This design comes from an exercise in tuning for small area, a short achievable clock period and few clock cycles per item on the open sky130 flow, not from production work. Where RTL was checked, it was by simulation tests only, not by an equivalence proof against the original.

Design dct8_stream, start of the top module:
module dct8_stream #(
    parameter int IN_W        = 8,
    parameter int OUT_W       = 14,
    parameter int LEVEL_SHIFT = 0
) (
    input  logic                    clk,
    input  logic                    rst,
    input  logic                    en,
    input  logic                    in_valid,
    output logic                    in_ready,
    input  logic [IN_W-1:0]         x0,
    input  logic [IN_W-1:0]         x1,
    input  logic [IN_W-1:0]         x2,
    input  logic [IN_W-1:0]         x3,
    input  logic [IN_W-1:0]         x4,
    input  logic [IN_W-1:0]         x5,
    input  logic [IN_W-1:0]         x6,
    input  logic [IN_W-1:0]         x7,
    output logic                    out_valid,
    input  logic                    out_ready,
    output logic signed [OUT_W-1:0] y0,
    output logic signed [OUT_W-1:0] y1,
    output logic signed [OUT_W-1:0] y2,
    output logic signed [OUT_W-1:0] y3,
    output logic signed [OUT_W-1:0] y4,
    output logic signed [OUT_W-1:0] y5,
    output logic signed [OUT_W-1:0] y6,
    output logic signed [OUT_W-1:0] y7
);
==> flow/config.mk <==
export PLATFORM = sky130hd
export DESIGN_NAME = dct8_stream
export DESIGN_NICKNAME = dct8_stream
export VERILOG_FILES = /design/flow/design.v
export SDC_FILE = /design/flow/constraint.sdc
export NUM_CORES = 4
export LEC_CHECK = 0
export CAP_MARGIN = 20
export CORE_MARGIN = 2
export CORE_UTILIZATION = 50
export SLEW_MARGIN = 20
export SYNTH_HIERARCHICAL = 1
==> flow/constraint.sdc <==
create_clock -name core_clock -period 12.0 [get_ports {clk}]
set_input_delay 2.4000 -clock core_clock [delete_from_list [all_inputs] [get_ports {clk}]]
set_output_delay 2.4000 -clock core_clock [all_outputs]
set_load 0.01 [all_outputs]
standard.sh (not shown) runs the stock make flow with config.mk's settings and CLKGATE_MAP_FILE= SYNTH_SCRIPT=/design/flow/synth_recipe.tcl, a recipe that flattens the netlist after the stock synthesis.
==> flow/flow/run.sh <==
#!/bin/bash
# Standard ORFS layout, with repair_timing aiming below the clock period.
set -euo pipefail
bash standard.sh SETUP_SLACK_MARGIN=${MARGIN:-8} finish > standard_flow.log 2>&1
Change:
==> flow/flow/run.sh (replaced) <==
#!/bin/bash
# Standard ORFS layout, with repair_timing aiming below the clock period.
set -euo pipefail
bash standard.sh SETUP_SLACK_MARGIN=${MARGIN:-7} finish > standard_flow.log 2>&1
Sequential cell count is unchanged.
Die area stays the same.
Synthesized cell count stays the same.
Design area falls by 12%.
No functional check of the RTL was part of any run of this note.

* * *

lane 1:
dct8_stream, a different RTL version from the one above (not shown whole).
Size: roughly 180 I/O pins, roughly 36000 um^2 of cells after synthesis.
Design dct8_stream, start of the top module:
module dct8_stream #(
    parameter int IN_W        = 8,
    parameter int OUT_W       = 14,
    parameter int LEVEL_SHIFT = 0
) (
    input  logic                    clk,
    input  logic                    rst,
    input  logic                    en,
    input  logic                    in_valid,
    output logic                    in_ready,
    input  logic [IN_W-1:0]         x0,
    input  logic [IN_W-1:0]         x1,
    input  logic [IN_W-1:0]         x2,
    input  logic [IN_W-1:0]         x3,
    input  logic [IN_W-1:0]         x4,
    input  logic [IN_W-1:0]         x5,
    input  logic [IN_W-1:0]         x6,
    input  logic [IN_W-1:0]         x7,
    output logic                    out_valid,
    input  logic                    out_ready,
    output logic signed [OUT_W-1:0] y0,
    output logic signed [OUT_W-1:0] y1,
    output logic signed [OUT_W-1:0] y2,
    output logic signed [OUT_W-1:0] y3,
    output logic signed [OUT_W-1:0] y4,
    output logic signed [OUT_W-1:0] y5,
    output logic signed [OUT_W-1:0] y6,
    output logic signed [OUT_W-1:0] y7
);
    logic sv;             
    logic v2;             
    logic r2, r3;         
    logic acc;
    assign in_ready = ~sv;
    assign acc      = in_valid & ~sv;
    assign r3 = ~out_valid | out_ready;
    assign r2 = ~v2 | r3;
    always_ff @(posedge clk) begin
        if (rst) begin
            sv        <= 1'b0;
            v2        <= 1'b0;
            out_valid <= 1'b0;
        end else if (en) begin
            if (r3) out_valid <= v2;
            if (r2) begin
  ...
Settings: LEC_CHECK=0, ABC_AREA=1, CAP_MARGIN=20, CORE_MARGIN=2, CORE_UTILIZATION=50, SLEW_MARGIN=20, SYNTH_HIERARCHICAL=1; clock period 12.0 ns.
==> flow/flow/run.sh <==
#!/bin/bash
# Standard ORFS layout, with repair_timing aiming below the clock period and
# plain buffers on the ports.
set -euo pipefail
bash standard.sh SETUP_SLACK_MARGIN=7.7 "BUFFER_PORTS_ARGS=-buffer_cell sky130_fd_sc_hd__buf_2" finish > standard_flow.log 2>&1
No stage failed in lane 1, and the final checks on the layout all came back clean.
Testbench counts of lane 1, summed over its fixed seeds: cycles 1,040, items 1,024.
For lane 2, these inputs were changed with respect to lane 1:
==> flow/flow/run.sh <==
#!/bin/bash
# Standard ORFS layout, with repair_timing aiming below the clock period and
# plain buffers on the ports.
set -euo pipefail
bash standard.sh SETUP_SLACK_MARGIN=7.6 "BUFFER_PORTS_ARGS=-buffer_cell sky130_fd_sc_hd__buf_2" finish > standard_flow.log 2>&1
- Delta (lane 2 minus lane 1): global-route usage went up 0.37 points, wire length per cell after detailed routing was more or less identical, critical path depth shrank by 2, placed instance count about even.
- Diff lane 1 and lane 2: ratio of final minimum period to clock period lower in lane 2
- In the reports for lane 1 and lane 2, the smaller routability congestion estimate from global placement belongs to lane 1.
- As far as number of hold-repair buffers added at the cts stage goes, lane 1 and lane 2 are indistinguishable; the numbers are identical.
The following lists how lane 3 was set up differently from lane 2:
Settings: CORE_UTILIZATION: 50 -> 55.
==> comparison <==
Lane 3 finished end to end and its layout was clean on timing, DRC and antenna.
Lane 3 vs lane 2, beginning of the critical path: sv$_SDFFE_PP0P_ vs t7_u0r[1]$_DFFE_PP_
Comparing count of vias placed by the detailed router for lane 2 and lane 3, the bigger number came from lane 3.
On clock network latency to the later pin of the worst-skew pair, lane 2 and lane 3 are neck and neck.
Lower routed wire length on met3 among lane 2 and lane 3: lane 3
Cmp lane 2 and lane 3 / detailed placer's ending HPWL / lower: lane 2
--- input diff lane 3..lane 4 ---
Settings: CORE_UTILIZATION changed from 55 to 50.
==> flow/flow/run.sh <==
#!/bin/bash
# Standard ORFS layout, with repair_timing aiming below the clock period and
# plain buffers on the ports.
set -euo pipefail
bash standard.sh SETUP_SLACK_MARGIN=7.4 "BUFFER_PORTS_ARGS=-buffer_cell sky130_fd_sc_hd__buf_2" finish > standard_flow.log 2>&1
Notes after the runs:
- Per the comparison of lane 4 with lane 3, final critical-path setup slack dropped 0.069 ns; share of the cycle needed by the critical path after routing moved up; synthesized cell count held steady.
- Lower final routed wirelength across all metal layers was reported by lane 4, not lane 3.
- Taking lane 3 as the reference, in lane 4 layout-stage area growth over the synthesis result moved down, wire length on met3 roughly the same.
- In the tables for lane 4 and lane 3, number of antenna violations at the first check in global routing reads lower with lane 3.
- On clock tree buffer count of the final layout: lane 4 sits below lane 3.

* * *

Another version of the RTL of dct8_stream (not shown whole).
Size in the first run: roughly 2400 cells after synthesis.
==> flow/config.mk <==
export PLATFORM = sky130hd
export DESIGN_NAME = dct8_stream
export DESIGN_NICKNAME = dct8_stream
export VERILOG_FILES = /design/flow/design.v
export SDC_FILE = /design/flow/constraint.sdc
export NUM_CORES = 4
export LEC_CHECK = 0
export CAP_MARGIN = 20
export CORE_MARGIN = 2
export CORE_UTILIZATION = 50
export SLEW_MARGIN = 20
export SYNTH_HIERARCHICAL = 1
export TNS_END_PERCENT = 0
==> flow/constraint.sdc <==
create_clock -name core_clock -period 12.0 [get_ports {clk}]
set_input_delay 2.4000 -clock core_clock [delete_from_list [all_inputs] [get_ports {clk}]]
set_output_delay 2.4000 -clock core_clock [all_outputs]
set_load 0.01 [all_outputs]
==> flow/flow/run.sh <==
#!/bin/bash
# Standard ORFS layout, with repair_timing aiming below the clock period and
# plain buffers on the ports.
set -euo pipefail
bash standard.sh SETUP_SLACK_MARGIN=7.3 "BUFFER_PORTS_ARGS=-buffer_cell sky130_fd_sc_hd__buf_2" finish > standard_flow.log 2>&1
Change:
==> flow/flow/run.sh (replaced) <==
#!/bin/bash
# Standard ORFS layout, with repair_timing aiming below the clock period and
# plain buffers on the ports.
set -euo pipefail
bash standard.sh SETUP_SLACK_MARGIN=7.5 "BUFFER_PORTS_ARGS=-buffer_cell sky130_fd_sc_hd__buf_2" finish > standard_flow.log 2>&1
Settings changed: ABC_AREA set to 1, TNS_END_PERCENT 0 to not set.
Design area increases by 7.1%.
Non-clock buffer count goes up by 69.
Worst setup slack gains 0.30 ns.
Change:
==> flow/flow/run.sh (replaced) <==
#!/bin/bash
# Standard ORFS layout, with repair_timing aiming below the clock period and
# plain buffers on the ports.
set -euo pipefail
bash standard.sh SETUP_SLACK_MARGIN=7.2 "BUFFER_PORTS_ARGS=-buffer_cell sky130_fd_sc_hd__buf_2" finish > standard_flow.log 2>&1
Settings changed: ABC_AREA 1 to not set.
=> Worst setup slack degrades by 0.35 ns; flip-flop and latch count stays the same; core utilization decreases by 0.14 points; area after synthesis decreases by 5.2%; via count decreases by 15%; first-iteration DRC count decreases by 5.1%.
Change:
==> flow/flow/run.sh (replaced) <==
#!/bin/bash
# Standard ORFS layout, with repair_timing aiming below the clock period and
# plain buffers on the ports.
set -euo pipefail
bash standard.sh SETUP_SLACK_MARGIN=7.4 "BUFFER_PORTS_ARGS=-buffer_cell sky130_fd_sc_hd__buf_2" finish > standard_flow.log 2>&1
What happened:
- sequential share of layout area goes down by 0.60 points
- global-route usage goes up by 0.28 points
- final cell count goes up by about 2%
- synthesized area stays the same
- maximum frequency barely changes
- routed wire length goes up by 1.7%
- critical path depth goes down by 3
- setup slack degrades by 0.013 ns
No functional check of the RTL was part of any run of this note.

* * *

Another version of the RTL of dct8_stream (not shown whole).
For scale: about 240 flip-flops, roughly 180 I/O pins.
Settings: LEC_CHECK=0, CAP_MARGIN=20, CORE_MARGIN=2, CORE_UTILIZATION=50, SLEW_MARGIN=20, SYNTH_HIERARCHICAL=1; clock period 12.0 ns.
==> flow/flow/run.sh <==
#!/bin/bash
# Standard ORFS layout, with repair_timing aiming below the clock period and
# plain buffers on the ports.
set -euo pipefail
bash standard.sh SETUP_SLACK_MARGIN=7.5 "BUFFER_PORTS_ARGS=-buffer_cell sky130_fd_sc_hd__buf_2" finish > standard_flow.log 2>&1
Next try:
==> flow/flow/run.sh (replaced) <==
#!/bin/bash
# Standard ORFS layout, with repair_timing aiming below the clock period.
set -euo pipefail
bash standard.sh SETUP_SLACK_MARGIN=${MARGIN:-7} finish > standard_flow.log 2>&1
The new run completed without violations. Synthesized cell count is unchanged. Setup slack gets worse by 0.076 ns. Hold slack hardly moves. Final area goes down by about 2.7%. Global-route usage goes down by 0.35 points. Routed wire length fell by 2.6%. Non-clock buffer count shrinks by 122.
Next try:
==> flow/flow/run.sh (replaced) <==
#!/bin/bash
# Standard ORFS layout, with repair_timing aiming below the clock period and
# plain buffers on the ports.
set -euo pipefail
bash standard.sh SETUP_SLACK_MARGIN=7 "BUFFER_PORTS_ARGS=-buffer_cell sky130_fd_sc_hd__buf_2" finish > standard_flow.log 2>&1
Outcome: First-iteration DRC count drops by about 4%. Register-to-register slack hardly moves. Fmax is about the same. Clock skew stays flat. Setup slack stays flat.
No functional check of the RTL was part of any run of this note.

* * *

indigo:
dct8_stream, a different RTL version from the one above (not shown whole).
For scale: roughly 270 flip-flops, about 180 I/O pins, roughly 0.035 mm² of cells after synthesis.
export LEC_CHECK = 0
export CAP_MARGIN = 20
export CORE_MARGIN = 2
export CORE_UTILIZATION = 50
export SLEW_MARGIN = 20
export SYNTH_HIERARCHICAL = 1
export TNS_END_PERCENT = 30
create_clock -name core_clock -period 12.0 [get_ports {clk}]
==> flow/flow/run.sh <==
#!/bin/bash
# Standard ORFS layout, with repair_timing aiming below the clock period and
# plain buffers on the ports.
set -euo pipefail
bash standard.sh SETUP_SLACK_MARGIN=7.4 "BUFFER_PORTS_ARGS=-buffer_cell sky130_fd_sc_hd__buf_2" finish > standard_flow.log 2>&1
indigo ended with every stage complete and zero timing, DRC or antenna violations.
Testbench counts of indigo, summed over its fixed seeds: cycles 1,040, items 1,024.
Input changes introduced in yarrow (baseline for comparison: indigo):
==> flow/flow/run.sh <==
#!/bin/bash
# Standard ORFS layout, with repair_timing aiming below the clock period and
# plain buffers on the ports.
set -euo pipefail
bash standard.sh SETUP_SLACK_MARGIN=7.7 "BUFFER_PORTS_ARGS=-buffer_cell sky130_fd_sc_hd__buf_2" finish > standard_flow.log 2>&1
-- flow/config.mk --
<<< indigo, line 12
export SYNTH_HIERARCHICAL = 1
export TNS_END_PERCENT = 30
>>> yarrow, line 12
export SYNTH_HIERARCHICAL = 1
Findings:
On sequential share of layout area, the lower figure sits with yarrow, not indigo.
Diff indigo -> yarrow: utilization went up 4.3 points, clock latency on the worst-skew pair was more or less identical, number of clock buffers inserted by TritonCTS lower.
Looking at total number of vias across yarrow and indigo, the one that comes out lower is indigo.
The critical path depth of yarrow falls short of that of indigo by 1.
## Diff of input files: xenon against yarrow
==> flow/flow/run.sh <==
#!/bin/bash
# Standard ORFS layout, with repair_timing aiming below the clock period and
# plain buffers on the ports.
set -euo pipefail
bash standard.sh SETUP_SLACK_MARGIN=7.0 "BUFFER_PORTS_ARGS=-buffer_cell sky130_fd_sc_hd__buf_2" finish > standard_flow.log 2>&1
-- flow/config.mk --
<<< yarrow, line 12
export SYNTH_HIERARCHICAL = 1
>>> xenon, line 12
export SYNTH_HIERARCHICAL = 1
export TNS_END_PERCENT = 0
Notes after the runs:
Of xenon and yarrow, it is xenon that has the higher period utilization. Cmp xenon vs yarrow: cell area lower in xenon. Non-clock buffer count (xenon vs. yarrow) decreases by more than half.
Input changes introduced in sierra (baseline for comparison: xenon):
==> flow/flow/run.sh <==
#!/bin/bash
# Standard ORFS layout, with repair_timing aiming below the clock period and
# plain buffers on the ports.
set -euo pipefail
bash standard.sh SETUP_SLACK_MARGIN=7.3 "BUFFER_PORTS_ARGS=-buffer_cell sky130_fd_sc_hd__buf_2" finish > standard_flow.log 2>&1
-- flow/config.mk --
<<< xenon, line 12
export SYNTH_HIERARCHICAL = 1
export TNS_END_PERCENT = 0
>>> sierra, line 12
export SYNTH_HIERARCHICAL = 1
Notes after the runs:
Looking at met3 wire length, sierra sits 4.5% higher than xenon does.
[compare] base=xenon new=sierra: die area ~0 delta, met2 layer usage reported by global route +0.67 points, final cycle utilization of the critical path -2.1 points, overall track demand over capacity in global routing +0.42 points.

* * *

Another version of the RTL of dct8_stream (not shown whole).
For scale: ~2600 cells after synthesis, roughly 220 flip-flops, ~180 I/O pins.
make LEC_CHECK=0 ABC_CLOCK_PERIOD_IN_PS=5000 CAP_MARGIN=20 CORE_MARGIN=2 CORE_UTILIZATION=50 SETUP_SLACK_MARGIN=5 SLEW_MARGIN=20 SYNTH_HIERARCHICAL=1 finish   # period 12.0 ns
run.sh (not shown) runs the stock make flow with config.mk's settings and CLKGATE_MAP_FILE= SYNTH_SCRIPT=/design/flow/synth_recipe.tcl, a recipe that flattens the netlist after the stock synthesis.
Stock flow here: none of the scripts above is used.
The starting point finished with timing, DRC and antenna clean.
Edit:
Settings changed: ABC_CLOCK_PERIOD_IN_PS 5000 to default, CORE_UTILIZATION 50 to 40, SETUP_SLACK_MARGIN 5 to default.
The changed run passed the timing, design-rule and antenna checks.
Final area goes up by 0.73%.
Sequential share of layout area goes down by 0.12 points.
Critical path depth goes up by 6.
Function was not checked in any run of this note: the RTL went through the layout flow alone.

==> static timing again, ports no longer ideal <==
The results above use ideal ports. As a check the final layouts listed here were re-extracted and re-timed, cells and wires unchanged.
Step 1 (the two cells are an assumption about what drives the block):
set clk [get_ports {clk}]
set_driving_cell -lib_cell sky130_fd_sc_hd__clkbuf_16 $clk
set_driving_cell -lib_cell sky130_fd_sc_hd__buf_2 [delete_from_list [all_inputs] $clk]
Step 2 adds t to the input delays and takes it off the output delays; t is the mean of the earliest and latest rising clock arrival at the registers after step 1. Input paths then give back, and output paths get back, about the clock's delay inside the block.
a / b / c = ideal / step 1 / step 2; a / b = the first two.
run | shift t [ns] | setup WS [ns] | slew at the worst register clock pin (ns) | worst slew at a driven data input, ns
the first run of note 1 | 0.679 | 6.541 / 6.541 / 6.541 | 0.07 / 0.07 | 0.15
the second run of note 1 | 0.655 | 6.452 / 6.452 / 6.452 | 0.07 / 0.07 | 0.05
lane 1 | 0.639 | 7.645 / 7.645 / 7.273 | 0.06 / 0.06 | 0.05
lane 2 | 0.622 | 7.683 / 7.623 / 7.167 | 0.06 / 0.06 | 0.05
lane 3 | 0.619 | 7.601 / 7.538 / 7.192 | 0.07 / 0.07 | 0.04
lane 4 | 0.600 | 7.532 / 7.532 / 7.208 | 0.07 / 0.07 | 0.07
the first run of note 3 | 0.622 | 7.238 / 7.238 / 6.767 | 0.07 / 0.07 | 0.04
the second run of note 3 | 0.644 | 7.537 / 7.537 / 7.297 | 0.07 / 0.07 | 0.07
the third run of note 3 | 0.631 | 7.190 / 7.190 / 6.901 | 0.06 / 0.06 | 0.05
the fourth run of note 3 | 0.635 | 7.177 / 7.177 / 6.995 | 0.07 / 0.07 | 0.05
the first run of note 4 | 0.652 | 7.161 / 7.161 / 7.161 | 0.07 / 0.07 | 0.04
the second run of note 4 | 0.663 | 7.085 / 7.042 / 6.992 | 0.07 / 0.07 | 0.05
the third run of note 4 | 0.657 | 7.088 / 7.088 / 7.088 | 0.07 / 0.07 | 0.05
indigo | 0.627 | 7.169 / 7.169 / 6.905 | 0.07 / 0.07 | 0.06
yarrow | 0.627 | 7.327 / 7.327 / 7.115 | 0.07 / 0.07 | 0.05
xenon | 0.619 | 7.070 / 7.070 / 6.863 | 0.06 / 0.06 | 0.05
sierra | 0.628 | 7.320 / 7.320 / 6.817 | 0.07 / 0.07 | 0.08
the first run of note 6 | 0.653 | 5.342 / 5.342 / 5.342 | 0.06 / 0.06 | 0.05
the second run of note 6 | 0.644 | 4.668 / 4.668 / 4.668 | 0.07 / 0.07 | 0.04
After both steps every run listed still meets setup and hold. The setup slack of lane 2, which loses most, moves by -0.060 ns with the drivers and by -0.516 ns with both steps.
